This design comes from an exercise in tuning for small area, a short achievable clock period and few clock cycles per item on the open sky130 flow, not from production work. No functional check of the RTL was part of any run shown here. Power and IR drop assume default switching activity.

[flow/design.v]
package smt_pkg;
  localparam int CAPACITY = 16;
  localparam int KEY_BITS = 32;
  localparam int IDX_W = $clog2(CAPACITY);
  localparam int CNT_W = $clog2(CAPACITY + 1);
  localparam int COUNT_OUT_W = 5;
  localparam int REQ_W = 2;
  localparam int IN_DATA_W = ((KEY_BITS + 7) / 8) * 8;
  localparam int OUT_DATA_W = 8;
  localparam logic [REQ_W-1:0] REQ_LOOKUP = 2'd0;
  localparam logic [REQ_W-1:0] REQ_INSERT = 2'd1;
  localparam logic [REQ_W-1:0] REQ_REMOVE = 2'd2;
  typedef enum logic [1:0] {
    ST_IDLE,
    ST_MATCH,
    ST_UPDATE
  } state_t;
  typedef struct packed {
    logic load;
    logic match;
    logic commit;
  } cmd_t;
endpackage
module smt_ctrl (
  input  logic          clk,
  input  logic          rst_n,
  input  logic          in_tvalid,
  output logic          in_tready,
  input  logic          out_tvalid,
  input  logic          out_tready,
  output smt_pkg::cmd_t cmd
);
  logic       in_ready_r, in_ready_nxt;
  logic [1:0] held_r;    
  logic       pop;
  assign cmd.load   = in_tvalid && in_ready_r;
  assign cmd.match  = 1'b0;
  assign cmd.commit = 1'b0;
  assign pop = out_tvalid && out_tready;
  always_comb begin
    unique case (held_r)
      2'd2:    in_ready_nxt = !cmd.load || pop;
      2'd3:    in_ready_nxt = pop;
      default: in_ready_nxt = 1'b1;
    endcase
  end
  always_ff @(posedge clk) begin
    if (!rst_n) begin
      in_ready_r <= 1'b1;
      held_r     <= '0;
    end else begin
      in_ready_r <= in_ready_nxt;
      held_r     <= held_r + {1'b0, cmd.load} - {1'b0, pop};
    end
  end
  assign in_tready = in_ready_r;
endmodule
module smt_dpath (
  input  logic                            clk,
  input  logic                            rst_n,
  input  smt_pkg::cmd_t                   cmd,
  input  logic                            out_tready,
  input  logic [smt_pkg::REQ_W-1:0]       req_in,
  input  logic [smt_pkg::KEY_BITS-1:0]    key_in,
  output logic                            out_tvalid,
  output logic                            was_present,
  output logic [smt_pkg::COUNT_OUT_W-1:0] entry_count,
  output logic                            dropped
);
  localparam int CAP   = smt_pkg::CAPACITY;
  localparam int RES_W = 1 + smt_pkg::COUNT_OUT_W + 1;
  localparam int QD    = 3;
  logic [smt_pkg::KEY_BITS-1:0] store_r [CAP];
  logic [CAP-1:0]               valid_r;
  logic [smt_pkg::CNT_W-1:0]    count_r, count_nxt;
  logic [CAP-1:0]               free_first;
  logic [CAP-1:0]               cmp_match;
  logic                         cmp_same;
  logic                         upd_valid_r;
  logic [smt_pkg::KEY_BITS-1:0] upd_key_r;
  logic [smt_pkg::REQ_W-1:0]    upd_req_r;
  logic [CAP-1:0]               upd_match_r;
  logic [CAP-1:0]               match;
  logic [RES_W-1:0]             res;
  logic [RES_W-1:0]             q_r [QD];
  logic [QD-1:0]                q_occ_r;      
  logic                         push, pop;
  logic hit, full, is_ins, is_rem, do_ins, do_rem, drop;
  always_comb begin
    for (int i = 0; i < CAP; i++) begin
      free_first[i] = !valid_r[i] && ((valid_r & ~({CAP{1'b1}} << i)) == ~({CAP{1'b1}} << i));
    end
  end
  assign cmp_same = (upd_key_r == key_in);
  always_comb begin
    for (int i = 0; i < CAP; i++) begin
      cmp_match[i] = (valid_r[i] && (store_r[i] == key_in)) || (free_first[i] && cmp_same);
    end
  end
  always_ff @(posedge clk) begin
    upd_key_r   <= key_in;
    upd_req_r   <= req_in;
    upd_match_r <= cmp_match;
  end
  always_ff @(posedge clk) begin
    if (!rst_n) begin
      upd_valid_r <= 1'b0;
    end else begin
      upd_valid_r <= cmd.load;
    end
  end
  always_comb begin
    for (int i = 0; i < CAP; i++) begin
      match[i] = valid_r[i] && upd_match_r[i];
    end
  end
  assign hit    = |match;
  assign full   = count_r[smt_pkg::IDX_W];
  assign is_ins = (upd_req_r == smt_pkg::REQ_INSERT);
  assign is_rem = (upd_req_r == smt_pkg::REQ_REMOVE);
  assign do_ins = upd_valid_r && is_ins && !hit && !full;
  assign do_rem = upd_valid_r && is_rem && hit;
  assign drop   = is_ins && !hit && full;
  always_comb begin
    priority if (do_ins) begin
      count_nxt = count_r + 1'b1;
    end else if (do_rem) begin
      count_nxt = count_r - 1'b1;
    end else begin
      count_nxt = count_r;
    end
  end
  always_ff @(posedge clk) begin
    if (!rst_n) begin
      count_r <= '0;
      valid_r <= '0;
    end else begin
      count_r <= count_nxt;
      for (int i = 0; i < CAP; i++) begin
        if (do_ins && free_first[i]) begin
          valid_r[i] <= 1'b1;
        end else if (do_rem && match[i]) begin
          valid_r[i] <= 1'b0;
        end
      end
    end
  end
  always_ff @(posedge clk) begin
    for (int i = 0; i < CAP; i++) begin
      if (free_first[i]) begin
        store_r[i] <= upd_key_r;
      end
    end
  end
  assign res  = {drop, count_nxt, hit};
  assign push = upd_valid_r;
  assign pop  = q_occ_r[0] && out_tready;
  always_ff @(posedge clk) begin
    if (!rst_n) begin
      q_occ_r <= '0;
    end else begin
      for (int i = 0; i < QD; i++) begin
        if (pop) begin
          q_occ_r[i] <= (i + 1 < QD ? q_occ_r[(i + 1) % QD] : 1'b0) || (push && q_occ_r[i]);
        end else begin
          q_occ_r[i] <= q_occ_r[i] || (push && (i == 0 || q_occ_r[(i + QD - 1) % QD]));
        end
      end
    end
  end
  always_ff @(posedge clk) begin
    for (int i = 0; i < QD; i++) begin
      if (pop) begin
        if (i + 1 < QD && q_occ_r[(i + 1) % QD]) begin
          q_r[i] <= q_r[(i + 1) % QD];
        end else if (push && q_occ_r[i]) begin
          q_r[i] <= res;
        end
      end else if (push && !q_occ_r[i] && (i == 0 || q_occ_r[(i + QD - 1) % QD])) begin
        q_r[i] <= res;
      end
    end
  end
  assign out_tvalid  = q_occ_r[0];
  assign was_present = q_r[0][0];
  assign entry_count = q_r[0][smt_pkg::COUNT_OUT_W:1];
  assign dropped     = q_r[0][RES_W-1];
endmodule
module set_membership_table_top (
  input  logic                           clk,
  input  logic                           rst_n,
  input  logic                           in_tvalid,
  output logic                           in_tready,
  input  logic [smt_pkg::IN_DATA_W-1:0]  in_tdata,   
  input  logic [smt_pkg::REQ_W-1:0]      in_tuser,   
  output logic                           out_tvalid,
  input  logic                           out_tready,
  output logic [smt_pkg::OUT_DATA_W-1:0] out_tdata   
);
  smt_pkg::cmd_t                   cmd;
  logic                            was_present;
  logic [smt_pkg::COUNT_OUT_W-1:0] entry_count;
  logic                            dropped;
  smt_ctrl u_ctrl (
    .clk        (clk),
    .rst_n      (rst_n),
    .in_tvalid  (in_tvalid),
    .in_tready  (in_tready),
    .out_tvalid (out_tvalid),
    .out_tready (out_tready),
    .cmd        (cmd)
  );
  smt_dpath u_dpath (
    .clk         (clk),
    .rst_n       (rst_n),
    .cmd         (cmd),
    .out_tready  (out_tready),
    .req_in      (in_tuser),
    .key_in      (in_tdata[smt_pkg::KEY_BITS-1:0]),
    .out_tvalid  (out_tvalid),
    .was_present (was_present),
    .entry_count (entry_count),
    .dropped     (dropped)
  );
  assign out_tdata = {1'b0, dropped, entry_count, was_present};
endmodule
[flow/run.sh]
#!/bin/bash
# synth_recipe.tcl (not shown) runs the flow's synth.tcl, then flattens the netlist and writes it again
# the make line also repeats each setting of config.mk as NAME=value (left out here)
make -C /OpenROAD-flow-scripts/flow DESIGN_CONFIG=/design/flow/config.mk WORK_HOME=/design/flow/orfs CLKGATE_MAP_FILE= SYNTH_SCRIPT=/design/flow/synth_recipe.tcl finish
[flow/config.mk]
export PLATFORM = sky130hd
export DESIGN_NAME = set_membership_table_top
export DESIGN_NICKNAME = set_membership_table_top
export VERILOG_FILES = /design/flow/design.v
export SDC_FILE = /design/flow/constraint.sdc
export NUM_CORES = 4
export LEC_CHECK = 0
export ABC_CLOCK_PERIOD_IN_PS = 1800
export CAP_MARGIN = 20
export CORE_MARGIN = 2
export CORE_UTILIZATION = 40
export PLACE_DENSITY = 0.6
export SETUP_SLACK_MARGIN = 1.4
export SLEW_MARGIN = 20
[flow/constraint.sdc]
create_clock -name core_clock -period 3.4 [get_ports {clk}]
set_input_delay 0.6800 -clock core_clock [delete_from_list [all_inputs] [get_ports {clk}]]
set_output_delay 0.6800 -clock core_clock [all_outputs]
set_load 0.01 [all_outputs]
==> results.py, run 1 <==
metrics = {
    "pwr": {
        "power_density_nw_per_um2": 493,
        "pwr-share-seq_pct": 50.2,
        "clkPwrFrac_pct": 41.6,
        "irDropWorstVdd_uv": 394,
        "p_leak_uw": 0.0115,
        "p_switching_uw": 3700,
        "combPwrFrac_pct": 8.2,
        "internal_power_uw": 12700,
        "swShare_pct": 22.5,
        "p_total_uw": 16400,
    },
    "timing": {
        "tightest_slew_ns": 1.11,
        "fin_crit_ns": 2.42,
        "hold_violations": 0,
        "maxSlewHeadroom_pct": 25.9,
        "timing.fmax_mhz": 413,
        "rsz0062_at_grt": "true",
        "setup_violations": 0,
        "holdWs_ns": 0.345,
        "fin_skew_ns": 0.0265,
        "finalCritPeriodShare_pct": 71.3,
        "drv_slew": 0,
    },
    "synth": {
        "synth_enable_flop_cells": 533,
        "syn_nets": 1674,
        "yosysTopAreaCell": "edfxtp_1",
        "syn_avg_cell_area_um2": 15.4,
        "synth_top_area_share_pct": 63.7,
        "postSynthCellCount": 1631,
        "synth_most_common_cell": "edfxtp_1",
        "synth_seq_area_share_pct": 70.0,
        "ys.flop_type": "edfxtp_1",
        "syn-cell-area_um2": 25100,
        "yosysWarnings": 4,
        "synth_commonest_cells": "edfxtp_1, xnor2_1, xor2_1, nand4_1, dfxtp_1",
        "synth_area_leaders": "edfxtp_1, xnor2_1, dfxtp_1, xor2_1, nand4_1",
        "synthDistinctLibCells": 54,
        "async_flop_share_pct": 0,
        "synth_seq_cells": 611,
    },
    "die": {
        "start_util_pct": 40.5,
        "die_w_um": 255,
        "rows": 91,
        "design.die.area_um2": 64800,
        "core_um2": 61900,
        "pin_count": 48,
        "die_y_um": 255,
    },
    "clock_network": {
        "h-tree-depth": 3,
        "numCtsBuffers": 66,
        "clock_latency_ns": 0.60,
        "cts_tree": "yes",
        "clk_pin_slew_ns": 0.06,
        "ctsRootBufferMaster": "clkbuf_16",
        "clockBufferDepth": 3,
        "cts_hold_buf": 0,
        "clock-sinks": 611,
    },
    "flow_run": {
        "maxCapViolCount": 0,
    },
    "global_routing": {
        "grt_max_degree": 35,
        "grt_overflow": 0,
        "antenna_found_initial": 2,
        "grt_pass1_wl_um": 117000,
        "grt_use_total_pct": 26.4,
        "first_global_vias": 15400,
    },
    "setup_path": {
        "criticalPathCategory": "register to register",
        "rr_startpoint": "u_dpath.valid_r[6]",
        "startpoint_type": "register",
        "reg2regPathDepth": 8,
        "reg2reg_to": "u_dpath.store_r[13][28]",
        "required_ns": 3.71,
        "endpoint_kind": "register",
        "arrival_ns": 2.74,
        "worstPathMaxFanout": 5,
        "r2r_setup_slack_ns": 0.98,
    },
    "routing": {
        "routed_wl_um": 87300,
        "wl_per_cell_um": 30.1,
        "drt_pass1_iterations": 5,
        "ant_nets": 0,
        "vias": 16100,
        "drc": 0,
        "drt-vias-per-instance": 5.54,
        "drt_iter0_markers": 1983,
    },
    "placed_design": {
        "dp_hpwl_um": 47300,
        "dp_cells": 2553,
        "port_buffers": 46,
        "placed_area_um2": 27600,
        "place.gp.congestion": 0.901,
    },
    "finish": {
        "utilization_pct": 53.9,
        "layout.nets": 2061,
        "drive_gt1_share_pct": 29.9,
        "syn2layout_area_growth_pct": 32.8,
        "antenna_cells": 0,
        "fin_area_um2": 33400,
        "finalNonFillerCells": 2904,
    },
    "min_path": {
        "min_path_type": "input port to register",
        "hold_start": "in_tdata[6]",
        "whs_endpoint": "u_dpath.upd_key_r[6]",
        "hold_path_depth": 1,
    },
    "run_status": {
        "outcome": "no timing/DRC/antenna violations",
    },
}
==> flip-flops by register name, summed over array words and instances, names as in the netlist <==
| signal | cells |
|---|---|
| u_dpath.q_occ_r | 3 |
| u_dpath.q_r | 21 |
| u_dpath.upd_match_r | 16 |
| u_dpath.upd_key_r | 32 |
| u_dpath.store_r | 512 |
| u_dpath.count_r | 5 |
| u_dpath.upd_req_r | 2 |
| u_dpath.upd_valid_r | 1 |
| u_ctrl.held_r | 2 |
| u_ctrl.in_ready_r | 1 |
| u_dpath.valid_r | 16 |
==> metal layers <==
| metal | global-route usage (%) | part of all wire [%] | wire [µm] | vias up |
|---|---|---|---|---|
| li1 | - | - | - | 6729 |
| met1 | 34.6 | 39 | 33700 | 8158 |
| met2 | 42.7 | 46 | 40400 | 941 |
| met3 | 4.74 | 9.6 | 8380 | 250 |
| met4 | 12.2 | 5.5 | 4830 | 0 |
| met5 | 0 | 0 | 0 | - |
==> power groups by stage <==
stage	logic (µW)	clock network (µW)	registers, µW
floorplan	531	0	8450
global placement	1060	0	8430
detailed placement	1060	0	8430
CTS	1270	6890	8260
global route	1380	7180	8260
finish	1340	6840	8260
==> cell usage in the layout (no fill, tap or decap), drive strengths merged, types with 4 or more instances in the layout <==
cell type / netlist / final
edfxtp: 533 / 533
xnor2: 401 / 401
buf: 10 / 355
xor2: 140 / 140
clkbuf: 69 / 114
nand4: 107 / 107
dfxtp: 78 / 78
nor4: 48 / 48
nand2: 39 / 39
nand3: 34 / 34
inv: 21 / 19
nor2: 16 / 17
clkinv: 0 / 16
a21oi: 15 / 15
dlygate4sd2: 0 / 13
nor2b: 13 / 13
a22oi: 13 / 13
o41ai: 12 / 12
mux2: 12 / 12
and2: 10 / 10
nor3: 9 / 9
o21ai: 8 / 8
clkdlybuf4s15: 0 / 6
ha: 5 / 5
clkdlybuf4s50: 0 / 5
nor3b: 4 / 4
o22ai: 4 / 4
==> critical path: stages (launching register included) <==
cell	delay (ns)
dfxtp_4	0.42
nand3_2	0.10
or4_4	0.53
buf_6	0.15
buf_6	0.12
nor4b_4	0.34
buf_6	0.20
buf_6	0.15
buf_6	0.12
==> cells by family after synthesis <==
| group | Yosys count | synth area share, % |
|---|---|---|
| flops | 611 | 70.0 |
| xor+xnor | 541 | 18.9 |
| simple gates | 293 | 6.80 |
| buf+inv | 100 | 1.59 |
| compound gates | 65 | 1.85 |
| mux | 15 | 0.658 |
| fa+ha+maj | 5 | 0.249 |
| other cells | 1 | 0.0149 |
==> metrics by stage <==
| step | setup WS, ns | TNS, ns |
|---|---|---|
| 6_report | 0.977 | 0 |
| 5_1_grt | 0.937 | 0 |
| 4_1_cts | 1.09 | 0 |
| 3_5_place_dp | -0.298 | -0.585 |
| 3_3_place_gp | -0.291 | -0.448 |
| 2_1_floorplan | 0.575 | 0 |
==> worst max-delay path by stage <==
stage	to	slack, ns	depth (start not counted)	from
2_1_floorplan	u_dpath.valid_r[15]	0.58	8	u_dpath.valid_r[0]
3_3_place_gp	u_dpath.upd_match_r[1]	-0.29	7	in_tdata[25]
3_5_place_dp	u_dpath.upd_match_r[1]	-0.30	7	in_tdata[25]
4_1_cts	u_dpath.q_r[0][5]	1.09	8	u_dpath.valid_r[2]
5_1_grt	u_dpath.store_r[13][26]	0.94	8	u_dpath.valid_r[6]
6_report	u_dpath.store_r[13][28]	0.98	8	u_dpath.valid_r[6]
==> what timing repair did <==
action,CTS,global route
setup endpoints to repair,333,370
pin swaps,46,62
setup buffers,162,44
resized for setup,220,158
cloned,16,11
==> final cells by class <==
cell class / instances / area, µm²
Fill cell: 4949 / 28600
Inverter: 21 / 91.3
Tap cell: 837 / 1050
Clock buffer: 99 / 1880
Multi-Input combinational cell: 921 / 8040
Sequential cell: 611 / 17600
Clock inverter: 18 / 148
Timing Repair Buffer: 397 / 4530
==> inputs of run 2 (changes only) <==
--- a/flow/config.mk
+++ b/flow/config.mk
@@ -5,10 +5,8 @@
 export SDC_FILE = /design/flow/constraint.sdc
 export NUM_CORES = 4
 export LEC_CHECK = 0
-export ABC_CLOCK_PERIOD_IN_PS = 1800
 export CAP_MARGIN = 20
 export CORE_MARGIN = 2
 export CORE_UTILIZATION = 40
 export PLACE_DENSITY = 0.6
-export SETUP_SLACK_MARGIN = 1.4
 export SLEW_MARGIN = 20
==> run 2 against run 1 <==
Sequential share of layout area grew 5.9 points. Setup slack got worse by 0.68 ns. Hold slack gained 0.071 ns. Non-clock buffer count down 211. Core utilization decreased by 5.5 points. Total power grew 1.6%. Clock skew shrank 0.0046 ns. Final area down 10%. First-iteration DRC count fell by 19%. Maximum frequency decreased by 22%. Highest routed layer is now met5.
==> results.py, run 2 <==
metrics = {
    "global_routing": {
        "grt_overflow": 0,
        "grt_use_total_pct": 24.7,
        "antenna_found_initial": 3,
        "first_global_vias": 14500,
        "grt_max_degree": 35,
        "grt_pass1_wl_um": 110000,
    },
    "clock_network": {
        "h-tree-depth": 3,
        "clock_latency_ns": 0.61,
        "cts_hold_buf": 0,
        "clockBufferDepth": 3,
        "cts_resized": 0,
        "numCtsBuffers": 66,
        "post_cts_buffers": 0,
        "clock-sinks": 611,
        "ctsRootBufferMaster": "clkbuf_16",
        "clk_pin_slew_ns": 0.06,
        "cts_tree": "yes",
    },
    "synth": {
        "synthDistinctLibCells": 54,
        "synth_seq_cells": 611,
        "synth_enable_flop_cells": 533,
        "synth_commonest_cells": "edfxtp_1, xnor2_1, xor2_1, nand4_1, dfxtp_1",
        "yosysTopAreaCell": "edfxtp_1",
        "async_flop_share_pct": 0,
        "ys.flop_type": "edfxtp_1",
        "postSynthCellCount": 1631,
        "syn_avg_cell_area_um2": 15.4,
        "syn_nets": 1674,
        "synth_most_common_cell": "edfxtp_1",
        "synth_seq_area_share_pct": 70.0,
        "synth_area_leaders": "edfxtp_1, xnor2_1, dfxtp_1, xor2_1, nand4_1",
        "syn-cell-area_um2": 25100,
        "yosysWarnings": 4,
        "synth_top_area_share_pct": 63.7,
    },
    "finish": {
        "final_common_cell": "edfxtp_1",
        "syn2layout_area_growth_pct": 19.2,
        "antenna_cells": 0,
        "utilization_pct": 48.3,
        "top_register": "u_dpath.store_r",
        "reg_top3": "u_dpath.store_r: 512 flops, u_dpath.upd_key_r: 32 flops, u_dpath.q_r: 21 flops",
        "layout_common_cells": "edfxtp_1, xnor2_1, xor2_1",
        "finalNonFillerCells": 2694,
        "drive_gt1_share_pct": 14.6,
        "largest_reg_flops": 512,
        "fillCellCount": 5325,
        "layout.nets": 1849,
    },
    "setup_path": {
        "worstPathMaxFanout": 9,
        "critPathMostFrequentCell": "nand4_1",
        "criticalPathCategory": "input port to register",
        "cp_slowest_cell": "clkdlybuf4s50_1",
        "required_ns": 3.90,
        "crit_chain": "clkdlybuf4s50_1 -> xnor2_1 -> nand4_1 -> nor4_1 -> buf_4 -> nand4_1 -> o41ai_1",
        "critical_path_buf_inv_count": 2,
        "crit_family": "buffers and inverters",
        "arrival_ns": 3.61,
        "startpoint_type": "input port",
        "cp_slowest_stage_delay_ns": 0.92,
        "endpoint_kind": "register",
    },
    "pwr": {
        "internal_power_uw": 13000,
        "p_leak_uw": 0.00953,
        "swShare_pct": 22.0,
        "clkPwrFrac_pct": 44.0,
        "pwr-share-seq_pct": 49.5,
        "p_switching_uw": 3680,
        "power_density_nw_per_um2": 558,
        "combPwrFrac_pct": 6.5,
        "irDropWorstVdd_uv": 471,
    },
    "routing": {
        "drt_pass1_iterations": 5,
        "vias": 14900,
        "drc": 0,
        "drt-vias-per-instance": 5.53,
        "drt_iter0_markers": 1599,
        "routed_wl_um": 78900,
        "wl_per_cell_um": 29.3,
        "ant_nets": 0,
    },
    "die": {
        "core_um2": 61900,
        "pin_count": 48,
        "die_w_um": 255,
        "rows": 91,
        "die_y_um": 255,
        "start_util_pct": 40.5,
        "design.die.area_um2": 64800,
    },
    "flow_run": {
        "maxCapViolCount": 0,
    },
    "timing": {
        "drv_slew": 0,
        "setup_violations": 0,
        "finalCritPeriodShare_pct": 91.4,
        "tightest_slew_ns": 1.13,
        "timing.fmax_mhz": 322,
        "hold_violations": 0,
        "fin_skew_ns": 0.0219,
        "setup_ws_ns": 0.294,
        "fin_crit_ns": 3.11,
        "maxSlewHeadroom_pct": 24.5,
        "rsz0062_at_grt": "false",
    },
    "placed_design": {
        "port_buffers": 46,
        "place.gp.congestion": 0.888,
        "dp_hpwl_um": 49300,
        "dp_cells": 2574,
        "dp_slack_ns": -0.287,
    },
    "min_path": {
        "min_path_type": "register to register",
    },
    "run_status": {
        "outcome": "no timing/DRC/antenna violations",
    },
}
==> run 2: cell counts after synthesis <==
Identical to the previous run, type by type.
==> run 2: worst register-to-register path, stage by stage (launching register included) <==
cell and delay (ns):
dfxtp_1 0.55, nand4_2 0.15, or4_4 0.65, or3_4 0.46, nor3b_4 0.20, buf_4 0.36
==> run 2: final timing paths <==
kind                       from                     end  slack, ns  depth (start not counted)
max                 in_tdata[7]  u_dpath.upd_match_r[8]       0.29                          7
min            u_ctrl.held_r[1]       u_ctrl.in_ready_r       0.42                          1
max reg2reg  u_dpath.valid_r[0]  u_dpath.store_r[15][1]       0.63                          5
min reg2reg    u_ctrl.held_r[1]       u_ctrl.in_ready_r       0.42                          1
==> run 2: logic make-up (layout without fill, tap and decap cells) <==
family          Yosys count  count (layout)  synth area share, %
fa+ha+maj                 5               5                0.249
buf+inv                 100             326                 1.59
compound gates           65              65                 1.85
mux                      15              15                0.658
simple gates            293             293                 6.80
other cells               1               1               0.0149
xor+xnor                541             541                 18.9
flops                   611             611                 70.0
==> run 2: through the flow <==
step | hold slack [ns] | TNS, ns | cell area [µm²] | power [µW]
CTS | 0.416 | 0 | 29900 | 16700
finish | 0.416 | 0 | 29900 | 16700
floorplan | 0.389 | -7.10 | 25100 | 8940
global route | 0.429 | 0 | 29900 | 17100
detailed placement | 0.408 | -0.557 | 27700 | 9490
global placement | 0.396 | -0.602 | 27700 | 9480
==> run 2: power by group through the flow <==
| stage | Combinational [µW] | Sequential (µW) | Clock, µW |
|---|---|---|---|
| 6_report | 1080 | 8260 | 7350 |
| 4_1_cts | 1070 | 8260 | 7410 |
| 3_5_place_dp | 1060 | 8420 | 0 |
| 3_3_place_gp | 1060 | 8420 | 0 |
| 2_1_floorplan | 495 | 8450 | 0 |
| 5_1_grt | 1120 | 8270 | 7720 |
==> run 2: metal layers <==
layer	share of wire (%)	GRT usage, %
met5	0.018	0
met4	3.0	7.47
met3	7.4	3.95
met2	48	40.4
met1	42	33.9
==> run 2: layout make-up <==
cell class                      instances  area (µm²)  area share (%)
Inverter                               21        78.8           0.263
Sequential cell                       611       17600            58.7
Tap cell                              837        1050            3.50
Clock buffer                           99        1950            6.52
Multi-Input combinational cell        920        7270            24.3
Timing Repair Buffer                  186        1760            5.87
Clock inverter                         20         254           0.849
==> inputs of run 3 (changes only) <==
--- a/flow/config.mk
+++ b/flow/config.mk
@@ -5,8 +5,10 @@
 export SDC_FILE = /design/flow/constraint.sdc
 export NUM_CORES = 4
 export LEC_CHECK = 0
+export ABC_CLOCK_PERIOD_IN_PS = 1800
 export CAP_MARGIN = 20
 export CORE_MARGIN = 2
-export CORE_UTILIZATION = 40
-export PLACE_DENSITY = 0.6
+export CORE_UTILIZATION = 60
+export PLACE_DENSITY = 0.75
+export SETUP_SLACK_MARGIN = 1.4
 export SLEW_MARGIN = 20
==> run 3 against run 2 <==
Combinational power is 27% higher. Synthesized cell count stayed put. Clock-buffer cell count is 10 lower. Final area is 10% higher. Largest cell class unchanged.
==> results.py, run 3 <==
metrics = {
    "synth": {
        "synthSimpleGateAreaFrac_pct": 6.80,
        "synth_seq_area_share_pct": 70.0,
        "yosysTopAreaCell": "edfxtp_1",
        "synthDistinctLibCells": 54,
        "synth_seq_cells": 611,
        "syn_nets": 1674,
        "synth_compound_area_share_pct": 1.85,
        "postSynthCellCount": 1631,
        "ys.flop_type": "edfxtp_1",
        "async_flop_share_pct": 0,
        "syn_avg_cell_area_um2": 15.4,
        "synth_most_common_cell": "edfxtp_1",
        "yosysWarnings": 4,
        "synth_enable_flop_cells": 533,
        "synth_commonest_cells": "edfxtp_1, xnor2_1, xor2_1, nand4_1, dfxtp_1",
        "synth_top_area_share_pct": 63.7,
        "synthMuxAreaShare_pct": 0.658,
        "synth_top_family_by_area": "XOR/XNOR gates",
        "synth-adder-area-share_pct": 0.249,
        "syn-cell-area_um2": 25100,
        "synth_area_leaders": "edfxtp_1, xnor2_1, dfxtp_1, xor2_1, nand4_1",
        "yosys.area_share.xor_xnor_pct": 18.9,
    },
    "timing": {
        "timing.fmax_mhz": 413,
        "tightest_slew_ns": 1.13,
        "finalCritPeriodShare_pct": 71.2,
        "drv_slew": 0,
        "fin_skew_ns": 0.0219,
        "rsz0062_at_grt": "true",
        "fin_crit_ns": 2.42,
        "setup_violations": 0,
        "maxSlewHeadroom_pct": 24.5,
        "setup_ws_ns": 0.981,
        "hold_violations": 0,
        "fin_setup_tns_ns": 0,
    },
    "setup_path": {
        "arrival_ns": 2.75,
        "required_ns": 3.73,
        "crit_start": "u_dpath.valid_r[2]",
        "worstPathMaxFanout": 24,
        "endpoint_kind": "register",
        "criticalPathCategory": "register to register",
        "rr_startpoint": "u_dpath.valid_r[2]",
        "startpoint_type": "register",
    },
    "clock_network": {
        "clock-sinks": 611,
        "clock_latency_ns": 0.64,
        "cts_tree": "yes",
        "clockBufferDepth": 3,
        "ctsRootBufferMaster": "clkbuf_16",
        "h-tree-depth": 2,
        "numCtsBuffers": 58,
        "clk_pin_slew_ns": 0.07,
    },
    "placed_design": {
        "port_buffers": 46,
        "dp_slack_ns": 0.166,
        "place.gp.congestion": 0.920,
        "dp_hpwl_um": 44700,
    },
    "die": {
        "rows": 74,
        "design.die.area_um2": 43500,
        "die_w_um": 209,
        "die_y_um": 209,
        "core_um2": 41100,
        "pin_count": 48,
        "start_util_pct": 61.1,
    },
    "routing": {
        "drt-vias-per-instance": 6.77,
        "routed_wl_um": 92700,
        "drt_iter0_markers": 2917,
        "drc": 0,
        "wl_per_cell_um": 35.9,
        "drt_pass1_iterations": 6,
        "vias": 17500,
        "ant_nets": 0,
    },
    "pwr": {
        "p_leak_uw": 0.0114,
        "clkPwrFrac_pct": 39.6,
        "p_total_uw": 16000,
        "swShare_pct": 23.2,
        "pwr-share-seq_pct": 51.8,
        "power_density_nw_per_um2": 484,
        "internal_power_uw": 12300,
        "irDropWorstVdd_uv": 458,
        "p_switching_uw": 3710,
        "combPwrFrac_pct": 8.6,
    },
    "global_routing": {
        "antenna_found_initial": 5,
        "grt_pass1_wl_um": 120000,
        "first_global_vias": 16700,
        "grt_max_degree": 35,
        "grt_overflow": 0,
        "grt_use_total_pct": 39.8,
    },
    "finish": {
        "fillCellCount": 1996,
        "final_common_cell": "edfxtp_1",
        "layout.nets": 2044,
        "top_register": "u_dpath.store_r",
        "syn2layout_area_growth_pct": 31.3,
        "reg_top3": "u_dpath.store_r: 512 flops, u_dpath.upd_key_r: 32 flops, u_dpath.q_r: 21 flops",
        "layout_common_cells": "edfxtp_1, xnor2_1, buf_4",
        "drive_gt1_share_pct": 29.3,
        "largest_reg_flops": 512,
        "utilization_pct": 80.2,
    },
    "min_path": {
        "min_path_type": "input port to register",
        "hold_start": "in_tdata[13]",
    },
    "run_status": {
        "outcome": "no timing/DRC/antenna violations",
    },
    "flow_run": {
        "maxCapViolCount": 0,
    },
}
-- run 3: cell count changes in the layout (fill, tap and decap cells not counted), moves of 16 or more --
cell | previous run | this run
xnor2_1 | 401 | 385
buf_4 | 120 | 188
buf_6 | 0 | 38
xnor2_2 | 0 | 16
dfxtp_1 | 78 | 57
buf_12 | 20 | 76
clkdlybuf4s50_1 | 45 | 6
nor4_2 | 1 | 23
dlygate4sd2_1 | 0 | 20
nor4_1 | 46 | 19
buf_16 | 0 | 25
-- run 3: power by group through the flow --
stage               sequential [µW]  clock [µW]  combinational [µW]
floorplan                      8450           0                 531
global placement               8430           0                1010
CTS                            8260        6260                1240
global route                   8270        6580                1380
detailed placement             8430           0                1020
finish                         8270        6330                1370
-- run 3: final timing paths --
kind,end,slack (ns),cells past startpoint
setup / recovery,u_dpath.store_r[8][17],0.98,5
hold / removal,u_dpath.upd_key_r[13],0.32,2
setup reg to reg,u_dpath.store_r[8][17],0.98,5
hold reg to reg,u_ctrl.in_ready_r,0.41,1
-- run 3: per-stage QoR --
stage | std cells | instance area, µm² | hold WS, ns
2_1_floorplan | 1631 | 25500 | 0.389
5_1_grt | 2583 | 33000 | 0.321
3_3_place_gp | 2243 | 27200 | 0.395
6_report | 2584 | 33000 | 0.321
3_5_place_dp | 2243 | 27200 | 0.408
4_1_cts | 2547 | 32000 | 0.421
-- run 3: repair_timing --
| action | in CTS | in global routing |
|---|---|---|
| setup buffers | 165 | 31 |
| endpoints found under the setup margin | 339 | 375 |
| pin swaps | 45 | 60 |
| cloned | 30 | 3 |
| hold buffers | 0 | 0 |
| resized for setup | 226 | 154 |
-- run 3: worst max-delay path: stages, from the launching register on --
cell and delay, ns:
dfxtp_4 0.37, buf_6 0.11, nand4_4 0.10, or3_1 0.48
nor2_4 0.72, buf_4 0.32
-- run 3: metal layers --
metal,GRT usage [%],share of wire [%],up-vias
li1,-,-,6697
met1,50.9,32,8443
met2,60.3,44,1852
met3,11.0,16,514
met4,25.9,8.9,0
met5,0,0,-
-- run 3: final cells by class --
class	instances	area [µm²]	area share (%)
Sequential cell	611	17600	53.5
Multi-Input combinational cell	920	8010	24.3
Timing Repair Buffer	387	4740	14.4
Clock buffer	89	1660	5.04
Tap cell	532	666	2.02
Clock inverter	20	151	0.459
Inverter	21	85.1	0.258
Timing Repair inverter	2	15.0	0.0456
Antenna cell	2	5.00	0.0152
-- run 3: kinds of logic after synthesis --
| logic type | after synthesis |
|---|---|
| buffers and inverters | 100 |
| AO/OA/AOI/OAI | 65 |
| AND/OR/NAND/NOR | 293 |
| adder cells (fa/ha/maj) | 5 |
| flip-flops | 611 |
| XOR/XNOR | 541 |
| multiplexers | 15 |
| other | 1 |
==> inputs of run 4 (changes only) <==
--- a/flow/design.v
+++ b/flow/design.v
@@ -72,8 +72,9 @@
   localparam int QD    = 3;
   logic [smt_pkg::KEY_BITS-1:0] store_r [CAP];
   logic [CAP-1:0]               valid_r;
-  logic [smt_pkg::CNT_W-1:0]    count_r, count_nxt;
-  logic [CAP-1:0]               free_first;
+  logic [CAP-1:0]               free_r;       
+  logic [CAP-1:0]               free_nxt;     
+  logic [smt_pkg::CNT_W-1:0]    count_r, count_nxt, count_hit, count_miss;
   logic [CAP-1:0]               cmp_match;
   logic                         cmp_same;
   logic                         upd_valid_r;
@@ -81,20 +82,15 @@
   logic [smt_pkg::REQ_W-1:0]    upd_req_r;
   logic [CAP-1:0]               upd_match_r;
   logic [CAP-1:0]               match;
+  logic                         hit, full, is_ins, is_rem, ins_ok, rem_ok;
   logic [RES_W-1:0]             res;
   logic [RES_W-1:0]             q_r [QD];
   logic [QD-1:0]                q_occ_r;      
   logic                         push, pop;
-  logic hit, full, is_ins, is_rem, do_ins, do_rem, drop;
-  always_comb begin
-    for (int i = 0; i < CAP; i++) begin
-      free_first[i] = !valid_r[i] && ((valid_r & ~({CAP{1'b1}} << i)) == ~({CAP{1'b1}} << i));
-    end
-  end
   assign cmp_same = (upd_key_r == key_in);
   always_comb begin
     for (int i = 0; i < CAP; i++) begin
-      cmp_match[i] = (valid_r[i] && (store_r[i] == key_in)) || (free_first[i] && cmp_same);
+      cmp_match[i] = (valid_r[i] && (store_r[i] == key_in)) || (free_r[i] && cmp_same);
     end
   end
   always_ff @(posedge clk) begin
@@ -118,41 +114,42 @@
   assign full   = count_r[smt_pkg::IDX_W];
   assign is_ins = (upd_req_r == smt_pkg::REQ_INSERT);
   assign is_rem = (upd_req_r == smt_pkg::REQ_REMOVE);
-  assign do_ins = upd_valid_r && is_ins && !hit && !full;
-  assign do_rem = upd_valid_r && is_rem && hit;
-  assign drop   = is_ins && !hit && full;
-  always_comb begin
-    priority if (do_ins) begin
-      count_nxt = count_r + 1'b1;
-    end else if (do_rem) begin
-      count_nxt = count_r - 1'b1;
-    end else begin
-      count_nxt = count_r;
+  assign ins_ok = upd_valid_r && is_ins && !full;
+  assign rem_ok = upd_valid_r && is_rem;
+  assign count_hit  = rem_ok ? count_r - 1'b1 : count_r;
+  assign count_miss = ins_ok ? count_r + 1'b1 : count_r;
+  assign count_nxt  = hit ? count_hit : count_miss;
+  always_comb begin
+    for (int i = 0; i < CAP; i++) begin
+      free_nxt[i] = !(valid_r[i] || free_r[i]) &&
+                    (((valid_r | free_r) & ~({CAP{1'b1}} << i)) == ~({CAP{1'b1}} << i));
     end
   end
   always_ff @(posedge clk) begin
     if (!rst_n) begin
       count_r <= '0;
       valid_r <= '0;
+      free_r  <= CAP'(1);
     end else begin
       count_r <= count_nxt;
       for (int i = 0; i < CAP; i++) begin
-        if (do_ins && free_first[i]) begin
-          valid_r[i] <= 1'b1;
-        end else if (do_rem && match[i]) begin
-          valid_r[i] <= 1'b0;
-        end
-      end
-    end
-  end
-  always_ff @(posedge clk) begin
-    for (int i = 0; i < CAP; i++) begin
-      if (free_first[i]) begin
+        valid_r[i] <= (valid_r[i] && !(rem_ok && match[i])) || (ins_ok && free_r[i] && !hit);
+      end
+      if (ins_ok && !hit) begin
+        free_r <= free_nxt;
+      end else if (rem_ok && full) begin
+        free_r <= match;
+      end
+    end
+  end
+  always_ff @(posedge clk) begin
+    for (int i = 0; i < CAP; i++) begin
+      if (free_r[i]) begin
         store_r[i] <= upd_key_r;
       end
     end
   end
-  assign res  = {drop, count_nxt, hit};
+  assign res  = {upd_valid_r && is_ins && full && !hit, count_nxt, hit};
   assign push = upd_valid_r;
   assign pop  = q_occ_r[0] && out_tready;
   always_ff @(posedge clk) begin
--- a/flow/config.mk
+++ b/flow/config.mk
@@ -8,7 +8,7 @@
 export ABC_CLOCK_PERIOD_IN_PS = 1800
 export CAP_MARGIN = 20
 export CORE_MARGIN = 2
-export CORE_UTILIZATION = 60
-export PLACE_DENSITY = 0.75
+export CORE_UTILIZATION = 40
+export PLACE_DENSITY = 0.6
 export SETUP_SLACK_MARGIN = 1.4
 export SLEW_MARGIN = 20
==> run 4 against run 3 <==
Synthesized area up 3.6%. Wire length down 4.7%. Sequential power up 3.1%. First-iteration DRC count down 29%. Total power up 7.5%. Synthesized cell count up 7.4%. Clock skew down 0.0051 ns. Sequential cell count up 16. Critical endpoint is now u_dpath.q_r[1][4].
==> results.py, run 4 <==
metrics = {
    "min_path": {
        "min_path_type": "input port to register",
    },
    "synth": {
        "syn_avg_cell_area_um2": 14.8,
        "synthDistinctLibCells": 57,
        "yosysTopAreaCell": "edfxtp_1",
        "synth_seq_area_share_pct": 68.8,
        "synth_seq_cells": 627,
        "yosysWarnings": 4,
        "async_flop_share_pct": 0,
        "synth_enable_flop_cells": 533,
        "synth_most_common_cell": "edfxtp_1",
        "synth_area_leaders": "edfxtp_1, xnor2_1, dfxtp_1, xor2_1, nand4_1",
        "ys.flop_type": "edfxtp_1",
        "synth_commonest_cells": "edfxtp_1, xnor2_1, nand4_1, nand2_1, xor2_1",
        "syn-cell-area_um2": 26000,
        "syn_nets": 1795,
        "postSynthCellCount": 1752,
        "synth_top_area_share_pct": 61.5,
    },
    "clock_network": {
        "cts_hold_buf": 0,
        "ctsRootBufferMaster": "clkbuf_16",
        "clockBufferDepth": 3,
        "cts_tree": "yes",
        "numCtsBuffers": 68,
        "h-tree-depth": 3,
        "clock-sinks": 627,
        "clk_pin_slew_ns": 0.06,
        "clock_latency_ns": 0.62,
    },
    "routing": {
        "wl_per_cell_um": 29.6,
        "drc": 0,
        "drt_iter0_markers": 2077,
        "ant_nets": 0,
        "routed_wl_um": 88400,
        "vias": 16600,
        "drt-vias-per-instance": 5.56,
        "drt_pass1_iterations": 5,
    },
    "pwr": {
        "combPwrFrac_pct": 8.2,
        "p_leak_uw": 0.0114,
        "power_density_nw_per_um2": 515,
        "internal_power_uw": 13200,
        "p_switching_uw": 4000,
        "pwr-share-seq_pct": 49.7,
        "clkPwrFrac_pct": 42.1,
        "swShare_pct": 23.3,
        "irDropWorstVdd_uv": 537,
    },
    "setup_path": {
        "required_ns": 3.76,
        "criticalPathCategory": "register to register",
        "arrival_ns": 2.51,
        "startpoint_type": "register",
        "r2r_setup_slack_ns": 1.25,
        "worstPathMaxFanout": 8,
        "endpoint_kind": "register",
    },
    "die": {
        "pin_count": 48,
        "core_um2": 64300,
        "die_y_um": 259,
        "start_util_pct": 40.4,
        "rows": 93,
        "die_w_um": 259,
        "design.die.area_um2": 67100,
    },
    "global_routing": {
        "grt_pass1_wl_um": 123000,
        "first_global_vias": 16000,
        "grt_max_degree": 38,
        "grt_overflow": 0,
        "antenna_found_initial": 3,
        "grt_use_total_pct": 26.5,
    },
    "finish": {
        "layout_common_cells": "edfxtp_1, xnor2_1, buf_4",
        "final_common_cell": "edfxtp_1",
        "largest_reg_flops": 512,
        "finalNonFillerCells": 2986,
        "drive_gt1_share_pct": 27.7,
        "fin_area_um2": 33300,
        "layout.nets": 2117,
        "reg_top3": "u_dpath.store_r: 512 flops, u_dpath.upd_key_r: 32 flops, u_dpath.q_r: 21 flops",
        "fillCellCount": 5219,
        "syn2layout_area_growth_pct": 28.1,
        "top_register": "u_dpath.store_r",
    },
    "placed_design": {
        "place.gp.congestion": 0.852,
        "placed_area_um2": 28400,
        "port_buffers": 46,
        "dp_cells": 2692,
        "dp_slack_ns": -0.0160,
        "dp_hpwl_um": 50300,
    },
    "flow_run": {
        "maxCapViolCount": 0,
    },
    "timing": {
        "setup_violations": 0,
        "rsz0062_at_grt": "true",
        "fin_crit_ns": 2.15,
        "finalCritPeriodShare_pct": 63.2,
        "setup_ws_ns": 1.25,
        "fin_skew_ns": 0.0168,
        "maxSlewHeadroom_pct": 49.5,
        "drv_slew": 0,
        "tightest_slew_ns": 0.756,
        "timing.fmax_mhz": 465,
        "holdWs_ns": 0.303,
        "hold_violations": 0,
    },
    "run_status": {
        "outcome": "no timing/DRC/antenna violations",
    },
}
[run 4: cell types whose count changed after synthesis, sizes merged, moves of 12 or more]
| cell | previous run | this run |
|---|---|---|
| a22oi | 13 | 1 |
| o21ai | 8 | 20 |
| nand3 | 34 | 21 |
| xor2 | 140 | 96 |
| xnor2 | 401 | 447 |
| a21boi | 1 | 22 |
| clkbuf | 69 | 47 |
| buf | 10 | 34 |
| nor2 | 16 | 33 |
| nand2 | 39 | 115 |
| nand4 | 107 | 119 |
| dfxtp | 78 | 94 |
[run 4: area by class of cell]
cell class / instances / area, µm² / area share (%)
Sequential cell: 627 / 18000 / 54.0
Multi-Input combinational cell: 1026 / 8510 / 25.5
Timing Repair Buffer: 333 / 3490 / 10.5
Clock buffer: 93 / 1840 / 5.51
Tap cell: 855 / 1070 / 3.21
Clock inverter: 33 / 335 / 1.01
Inverter: 18 / 75.1 / 0.225
Antenna cell: 1 / 2.50 / 0.00751
[run 4: logic make-up (layout without fill, tap and decap cells)]
kind of cell,count (synthesis),count (layout),synth area share (%)
flops,627,627,68.8
xor+xnor,543,543,18.3
simple gates,370,370,7.66
buf+inv,99,477,1.67
compound gates,95,95,2.86
mux,12,12,0.496
fa+ha+maj,5,5,0.241
other cells,1,2,0.0144
[run 4: power by group through the flow]
stage                     clock [µW]  combinational (µW)  sequential, µW
final                           7220                1410            8530
after global routing            7590                1470            8540
after global placement             0                1140            8710
after detailed placement           0                1140            8720
after CTS                       7290                1370            8530
after floorplan                    0                 585            8730
[run 4: critical path: stages, from the launching register on]
cell and delay, ns:
dfxtp_4 0.36, nand2_4 0.07, nand4_1 0.16, nor4_4 0.40
buf_6 0.19, inv_8 0.06, mux2i_2 0.24, xor2_2 0.14
mux2_2 0.28
[run 4: path summary, 6_finish.rpt]
check / to / cells after the start / start
worst max-delay path: u_dpath.q_r[1][4] / 8 / u_dpath.valid_r[9]
worst min register to register: u_ctrl.in_ready_r / 1 / u_ctrl.held_r[1]
worst max register to register: u_dpath.q_r[1][4] / 8 / u_dpath.valid_r[9]
worst min-delay path: u_dpath.upd_key_r[14] / 1 / in_tdata[14]
[run 4: repair_timing]
item,CTS,global route
setup buffers,136,20
setup endpoints to repair,80,75
resized for setup,212,116
pin swaps,65,49
cloned,10,1
[run 4: metal layers]
layer,vias up,global-route usage (%),share of wire (%)
met2,902,42.6,47
met4,0,11.2,4.2
met5,-,0,0
met3,177,4.62,9.4
met1,8521,35.4,39
li1,6998,-,-
[run 4: through the flow]
step / setup TNS [ns] / util, % / power, µW
after floorplan: 0 / - / 9320
after global placement: -0.0228 / 44.1 / 9850
after detailed placement: -0.0264 / 44.1 / 9860
after CTS: 0 / 50.8 / 17200
after global routing: 0 / 51.8 / 17600
final: 0 / 51.8 / 17200
==> inputs of run 5 (changes only) <==
--- a/flow/config.mk
+++ b/flow/config.mk
@@ -9,6 +9,8 @@
 export CAP_MARGIN = 20
 export CORE_MARGIN = 2
 export CORE_UTILIZATION = 40
+export CTS_CLUSTER_DIAMETER = 60
+export CTS_CLUSTER_SIZE = 30
 export PLACE_DENSITY = 0.6
 export SETUP_SLACK_MARGIN = 1.4
 export SLEW_MARGIN = 20
==> run 5 against run 4 <==
Sequential cell count unchanged. Still clean on timing, DRC and antenna. Via count is 2.0% lower. Largest cell class unchanged. Critical path depth unchanged. Total power is 9.0% lower. Wire length shrank 1.8%.
==> results.py, run 5 <==
metrics = {
    "synth": {
        "async_flop_share_pct": 0,
        "ys.flop_type": "edfxtp_1",
        "postSynthCellCount": 1752,
        "yosysWarnings": 4,
        "synth_seq_cells": 627,
        "synth_most_common_cell": "edfxtp_1",
        "synthDistinctLibCells": 57,
        "syn_nets": 1795,
        "synth_commonest_cells": "edfxtp_1, xnor2_1, nand4_1, nand2_1, xor2_1",
        "syn-cell-area_um2": 26000,
        "synth_enable_flop_cells": 533,
        "synth_top_area_share_pct": 61.5,
        "synth_seq_area_share_pct": 68.8,
        "yosysTopAreaCell": "edfxtp_1",
        "syn_avg_cell_area_um2": 14.8,
        "synth_area_leaders": "edfxtp_1, xnor2_1, dfxtp_1, xor2_1, nand4_1",
    },
    "timing": {
        "drv_slew": 0,
        "fin_crit_ns": 2.17,
        "hold_violations": 0,
        "fin_setup_tns_ns": 0,
        "holdWs_ns": 0.418,
        "tightest_slew_ns": 0.756,
        "setup_violations": 0,
        "fin_skew_ns": 0.0474,
        "rsz0062_at_grt": "true",
        "maxSlewHeadroom_pct": 49.5,
        "timing.fmax_mhz": 461,
        "finalCritPeriodShare_pct": 63.8,
    },
    "die": {
        "design.die.area_um2": 67100,
        "die_w_um": 259,
        "die_y_um": 259,
        "pin_count": 48,
        "rows": 93,
        "core_um2": 64300,
        "start_util_pct": 40.4,
    },
    "clock_network": {
        "ctsRootBufferMaster": "clkbuf_16",
        "h-tree-depth": 2,
        "clock_latency_ns": 0.63,
        "cts_hold_buf": 0,
        "clk_pin_slew_ns": 0.12,
        "cts_tree": "yes",
        "numCtsBuffers": 40,
        "clock-sinks": 627,
        "clockBufferDepth": 3,
    },
    "finish": {
        "drive_gt1_share_pct": 25.4,
        "top_register": "u_dpath.store_r",
        "layout.nets": 2071,
        "layout_common_cells": "edfxtp_1, xnor2_1, buf_4",
        "syn2layout_area_growth_pct": 24.7,
        "largest_reg_flops": 512,
        "utilization_pct": 50.4,
        "antenna_cells": 0,
        "fin_area_um2": 32400,
        "final_common_cell": "edfxtp_1",
        "finalNonFillerCells": 2915,
        "reg_top3": "u_dpath.store_r: 512 flops, u_dpath.upd_key_r: 32 flops, u_dpath.q_r: 21 flops",
    },
    "placed_design": {
        "port_buffers": 46,
        "dp_hpwl_um": 50300,
        "place.gp.congestion": 0.852,
        "dp_cells": 2692,
        "placed_area_um2": 28400,
    },
    "min_path": {
        "min_path_type": "input port to register",
    },
    "global_routing": {
        "grt_overflow": 0,
        "grt_pass1_wl_um": 121000,
        "grt_max_degree": 38,
        "grt_use_total_pct": 25.9,
        "first_global_vias": 15600,
        "antenna_found_initial": 3,
    },
    "routing": {
        "drc": 0,
        "vias": 16300,
        "ant_nets": 0,
        "drt-vias-per-instance": 5.58,
        "drt_pass1_iterations": 5,
        "wl_per_cell_um": 29.8,
        "drt_iter0_markers": 1982,
        "routed_wl_um": 86800,
    },
    "pwr": {
        "p_leak_uw": 0.0109,
        "irDropWorstVdd_uv": 342,
        "power_density_nw_per_um2": 481,
    },
    "run_status": {
        "outcome": "no timing/DRC/antenna violations",
    },
    "setup_path": {
        "worstPathMaxFanout": 8,
        "required_ns": 3.76,
        "startpoint_type": "register",
        "criticalPathCategory": "register to register",
        "endpoint_kind": "register",
        "arrival_ns": 2.53,
    },
    "flow_run": {
        "maxCapViolCount": 0,
    },
}
==> run 5: report_power, final <==
part	internal, µW	switching (µW)	leakage [µW]
logic	583	812	0.00455
clock network	2550	3160	0.000737
registers	8430	82.1	0.00565
total	11600	4050	0.0109
==> run 5: cells by family (layout without fill, tap and decap cells) <==
logic type / after synthesis / after routing / share of synthesized area, %
flops: 627 / 627 / 68.8
mux: 12 / 12 / 0.496
other cells: 1 / 1 / 0.0144
fa+ha+maj: 5 / 5 / 0.241
buf+inv: 99 / 407 / 1.67
compound gates: 95 / 95 / 2.86
xor+xnor: 543 / 543 / 18.3
simple gates: 370 / 370 / 7.66
==> run 5: worst max-delay path: stages, from the launching register on <==
cell and delay (ns):
dfxtp_4 0.38, nand2_2 0.07, nand4_1 0.16, nor4_4 0.39
buf_6 0.19, inv_8 0.06, mux2i_2 0.22, xnor2_2 0.12
mux2_2 0.29
==> run 5: area by class of cell <==
cell class | count | area [µm²]
Clock buffer | 42 | 1050
Clock inverter | 32 | 467
Fill cell | 5293 | 31900
Inverter | 18 | 75.1
Multi-Input combinational cell | 1026 | 8400
Sequential cell | 627 | 18000
Tap cell | 855 | 1070
Timing Repair Buffer | 315 | 3370
==> run 5: path summary, 6_finish.rpt <==
| path | end | start | cells after the start | slack [ns] |
|---|---|---|---|---|
| max | u_dpath.q_r[0][1] | u_dpath.upd_match_r[2] | 8 | 1.23 |
| min | u_dpath.upd_key_r[14] | in_tdata[14] | 1 | 0.42 |
| max reg2reg | u_dpath.q_r[0][1] | u_dpath.upd_match_r[2] | 8 | 1.23 |
| min reg2reg | u_ctrl.in_ready_r | u_ctrl.held_r[1] | 1 | 0.42 |
==> run 5: metal layers <==
layer  GRT usage [%]  wire, µm  share of wire, %
met2            41.6     40200                46
met4            11.1      4010               4.6
met1            35.2     34900                40
met5               0         9             0.010
met3            3.82      7610               8.8
==> run 5: what timing repair did <==
| item | in CTS | in global routing |
|---|---|---|
| pin swaps | 48 | 45 |
| endpoints found under the setup margin | 80 | 70 |
| resized for setup | 208 | 85 |
| gates cloned | 7 | 3 |
| setup buffers | 116 | 23 |
==> run 5: through the flow <==
stage	power, µW	setup WS, ns
floorplan	9320	1.33
global placement	9850	-0.0190
detailed placement	9860	-0.0160
CTS	15600	1.28
global route	16000	1.16
finish	15600	1.23

[port drivers added, routing unchanged]
How much do the figures lean on ideal ports? The routed layouts below were timed once more, with nothing changed but the port constraints. Step 1: set_driving_cell puts a clkbuf_16 on clk and a buf_2 on each other input, an assumption about the parent block. Step 2 times the ports against the registers' clock, not the clock port: input delays grow and output delays shrink by t, the midpoint of the rising clock arrivals with the driver on. Slacks: ideal / step 1 / step 2; pairs: ideal / step 1.
| run | t, ns | slack for setup (ns) | pins driven straight from the clock port |
|---|---|---|---|
| run 1 | 0.645 | 0.977 / 0.977 / 0.742 | 1 |
| run 2 | 0.653 | 0.294 / 0.327 / -0.326 | 1 |
| run 3 | 0.689 | 0.981 / 0.981 / 0.491 | 1 |
| run 4 | 0.665 | 1.251 / 1.251 / 0.698 | 1 |
| run 5 | 0.667 | 1.231 / 1.231 / 0.695 | 1 |
Met with ideal ports but missed after step 2: setup timing in run 2. The setup slack of run 2, which loses most, moves by +0.033 ns with the drivers and by -0.620 ns with both steps.
